Context: an optimization exercise on an open-source flow, tuned for small area, a short achievable clock period and few clock cycles per item. The choices shown serve that exercise and are no tape-out recipe.
Power is estimated from default activity; no workload was simulated.

Setup of run A:
==> flow/design.v (excerpt) <==
module if_fetch
#(
    parameter if_fetch_pkg::inst_addr_bus_t RESET_PC = if_fetch_pkg::RESET_PC_DEFAULT
) (
    input  logic           clk,
    input  logic           rst,
    input  logic           stall_in,
    input  logic           branch_flag_in,
    input  if_fetch_pkg::inst_addr_bus_t branch_target_in,
    input  logic           mem_busy_in,
    input  logic           get_inst_in,
    input  if_fetch_pkg::inst_addr_bus_t inst_pc_in,
    input  if_fetch_pkg::inst_bus_t      inst_in,
    output logic           if_req_out,
    output if_fetch_pkg::inst_addr_bus_t addr_if_out,
    output if_fetch_pkg::inst_addr_bus_t pc_out,
    output if_fetch_pkg::inst_bus_t      inst_out,
    output logic           inst_valid_out,
    output logic           if_stall_req_out
);
==> module if_fetch, before the edit <==
module if_fetch
#(
    parameter if_fetch_pkg::inst_addr_bus_t RESET_PC = if_fetch_pkg::RESET_PC_DEFAULT
) (
    input  logic           clk,
    input  logic           rst,
    input  logic           stall_in,
    input  logic           branch_flag_in,
    input  if_fetch_pkg::inst_addr_bus_t branch_target_in,
    input  logic           mem_busy_in,
    input  logic           get_inst_in,
    input  if_fetch_pkg::inst_addr_bus_t inst_pc_in,
    input  if_fetch_pkg::inst_bus_t      inst_in,
    output logic           if_req_out,
    output if_fetch_pkg::inst_addr_bus_t addr_if_out,
    output if_fetch_pkg::inst_addr_bus_t pc_out,
    output if_fetch_pkg::inst_bus_t      inst_out,
    output logic           inst_valid_out,
    output logic           if_stall_req_out
);
    logic [31:2] fetch_q;      
    logic [31:2] pc_q;         
    logic [31:0] inst_q;       
    logic        valid_q;
    logic        discard_q;    
    logic        req_q;        
    logic [31:2] fetch_inc_c;
    logic        ours_busy_c;  
    logic        hold_c;       
    logic        take_c;       
    assign fetch_inc_c = fetch_q + 30'd1;
    assign ours_busy_c = mem_busy_in && !get_inst_in && (inst_pc_in[1:0] == 2'b00);
    assign hold_c      = valid_q && stall_in;
    assign take_c      = get_inst_in && !discard_q && !hold_c;
    always_ff @(posedge clk or posedge rst) begin
        if (rst) begin
            valid_q   <= 1'b0;
            discard_q <= 1'b0;
            req_q     <= 1'b0;
        end else begin
            req_q     <= 1'b1;
            valid_q   <= !branch_flag_in && (hold_c || (get_inst_in && !discard_q));
            discard_q <= branch_flag_in ? ours_busy_c : (discard_q && !get_inst_in);
        end
    end
    always_ff @(posedge clk) begin
        if (branch_flag_in)
            fetch_q <= branch_target_in[31:2];
        else if (!req_q)
            fetch_q <= RESET_PC[31:2];
        else if (take_c)
            fetch_q <= fetch_inc_c;
    end
    always_ff @(posedge clk) begin
        if (!hold_c) begin
            pc_q   <= fetch_q;
            inst_q <= inst_in;
        end
    end
    assign if_req_out       = req_q;
    assign if_stall_req_out = req_q;
    assign addr_if_out      = {fetch_q, 2'b00};
    assign pc_out           = {pc_q, 2'b00};
    assign inst_out         = inst_q;
    assign inst_valid_out   = valid_q;
endmodule
Settings: LEC_CHECK=0, CAP_MARGIN=20, CORE_MARGIN=2, CORE_UTILIZATION=40, SETUP_SLACK_MARGIN=4.5, SLEW_MARGIN=20; clock period 7.0 ns.
standard.sh (not shown) runs the stock make flow with config.mk's settings and CLKGATE_MAP_FILE= SYNTH_SCRIPT=/design/flow/synth_recipe.tcl, a recipe that flattens the netlist after the stock synthesis.
==> flow/flow/run.sh <==
#!/bin/bash
set -euo pipefail
bash standard.sh \
  BUFFER_PORTS_ARGS="-buffer_cell sky130_fd_sc_hd__buf_1" \
  finish > standard_flow.log 2>&1
[inputs] run B vs run A
==> flow/design.v <==
package if_fetch_pkg;
    localparam int unsigned INST_ADDR_W = 32;
    localparam int unsigned INST_W      = 32;
    typedef logic [INST_ADDR_W-1:0] inst_addr_bus_t;
    typedef logic [INST_W-1:0]      inst_bus_t;
    localparam inst_addr_bus_t RESET_PC_DEFAULT = 32'h0000_0000;
endpackage
module if_fetch
#(
    parameter if_fetch_pkg::inst_addr_bus_t RESET_PC = if_fetch_pkg::RESET_PC_DEFAULT
) (
    input  logic           clk,
    input  logic           rst,
    input  logic           stall_in,
    input  logic           branch_flag_in,
    input  if_fetch_pkg::inst_addr_bus_t branch_target_in,
    input  logic           mem_busy_in,
    input  logic           get_inst_in,
    input  if_fetch_pkg::inst_addr_bus_t inst_pc_in,
    input  if_fetch_pkg::inst_bus_t      inst_in,
    output logic           if_req_out,
    output if_fetch_pkg::inst_addr_bus_t addr_if_out,
    output if_fetch_pkg::inst_addr_bus_t pc_out,
    output if_fetch_pkg::inst_bus_t      inst_out,
    output logic           inst_valid_out,
    output logic           if_stall_req_out
);
    logic [31:2] pc_q;         
    logic        next_q;       
    logic [31:0] inst_q;       
    logic        valid_q;
    logic        discard_q;    
    logic        req_q;
    logic [31:2] fetch_c;      
    logic        ours_busy_c;  
    logic        hold_c;       
    logic        take_c;       
    assign fetch_c     = pc_q + {29'd0, next_q};
    assign ours_busy_c = mem_busy_in && !get_inst_in && (inst_pc_in[1:0] == 2'b00);
    assign hold_c      = valid_q && stall_in && !branch_flag_in;
    assign take_c      = get_inst_in && !discard_q && !branch_flag_in && !(valid_q && stall_in);
    always_ff @(posedge clk or posedge rst) begin
        if (rst) begin
            pc_q      <= RESET_PC[31:2];
            next_q    <= 1'b0;
            valid_q   <= 1'b0;
            discard_q <= 1'b0;
            req_q     <= 1'b0;
        end else begin
            req_q <= 1'b1;
            if (branch_flag_in) begin
                pc_q      <= branch_target_in[31:2];
                next_q    <= 1'b0;
                discard_q <= ours_busy_c;
                valid_q   <= 1'b0;
            end else begin
                if (take_c) begin
                    pc_q   <= fetch_c;
                    next_q <= 1'b1;
                end
                if (get_inst_in) discard_q <= 1'b0;
                valid_q <= hold_c || take_c;
            end
        end
    end
    always_ff @(posedge clk) begin
        if (!hold_c) inst_q <= inst_in;
    end
    assign if_req_out       = req_q;
    assign if_stall_req_out = req_q;
    assign addr_if_out      = {fetch_c, 2'b00};
    assign pc_out           = {pc_q, 2'b00};
    assign inst_out         = inst_q;
    assign inst_valid_out   = valid_q;
endmodule
[summary]
Growth of design area from synthesis to finish: lower on run A
Of run A and run B, the lower number of cells on the critical path belongs to run A.
Placement row count for run B is lower than for run A.
Part of the total power dissipated in the clock network ends up lower on run A.
Run B vs run A — sequential cell count dropped by more than a quarter
Run A → run B: pin count of the biggest net entering global routing went down by 43%; worst hold-check slack went up by 0.015 ns; die area went down by 1600 sq um; cell count went up by 17.
Re number of detailed-routing iterations run before antenna repair: run B is 1 up on run A.
Run B vs. run A: setup fix buffers added after clock tree synthesis went up by 34.
The higher total power after layout of run A and run B is in run A.
Compared with run A, run B shows power consumed by combinational cells that has gone up by more than a quarter.
Function was not checked in any run of this note: the RTL went through the layout flow alone.

## static timing again, ports no longer ideal
No port has a modelled driver above. Below, the same layouts with a new extraction and two added sets of constraints. Step 1 (the two cells are an assumption about what drives the block):
set clk [get_ports {clk}]
set_driving_cell -lib_cell sky130_fd_sc_hd__clkbuf_16 $clk
set_driving_cell -lib_cell sky130_fd_sc_hd__buf_2 [delete_from_list [all_inputs] $clk]
Step 2 adds t to the input delays and takes it off the output delays; t is the mean of the earliest and latest rising clock arrival at the registers after step 1. Input paths then give back, and output paths get back, about the clock's delay inside the block. Three values: ideal ports, drivers, drivers and shift; two values: the first two.
run | t, ns | setup slack, ns | worst slew at a driven data input, ns
run A | 0.392 | 4.558 / 4.476 / 4.084 | 0.12
run B | 0.378 | 3.498 / 3.465 / 3.843 | 0.06
After both steps every run listed still meets setup and hold. The setup slack of run A, which loses most, moves by -0.082 ns with the drivers and by -0.474 ns with both steps.
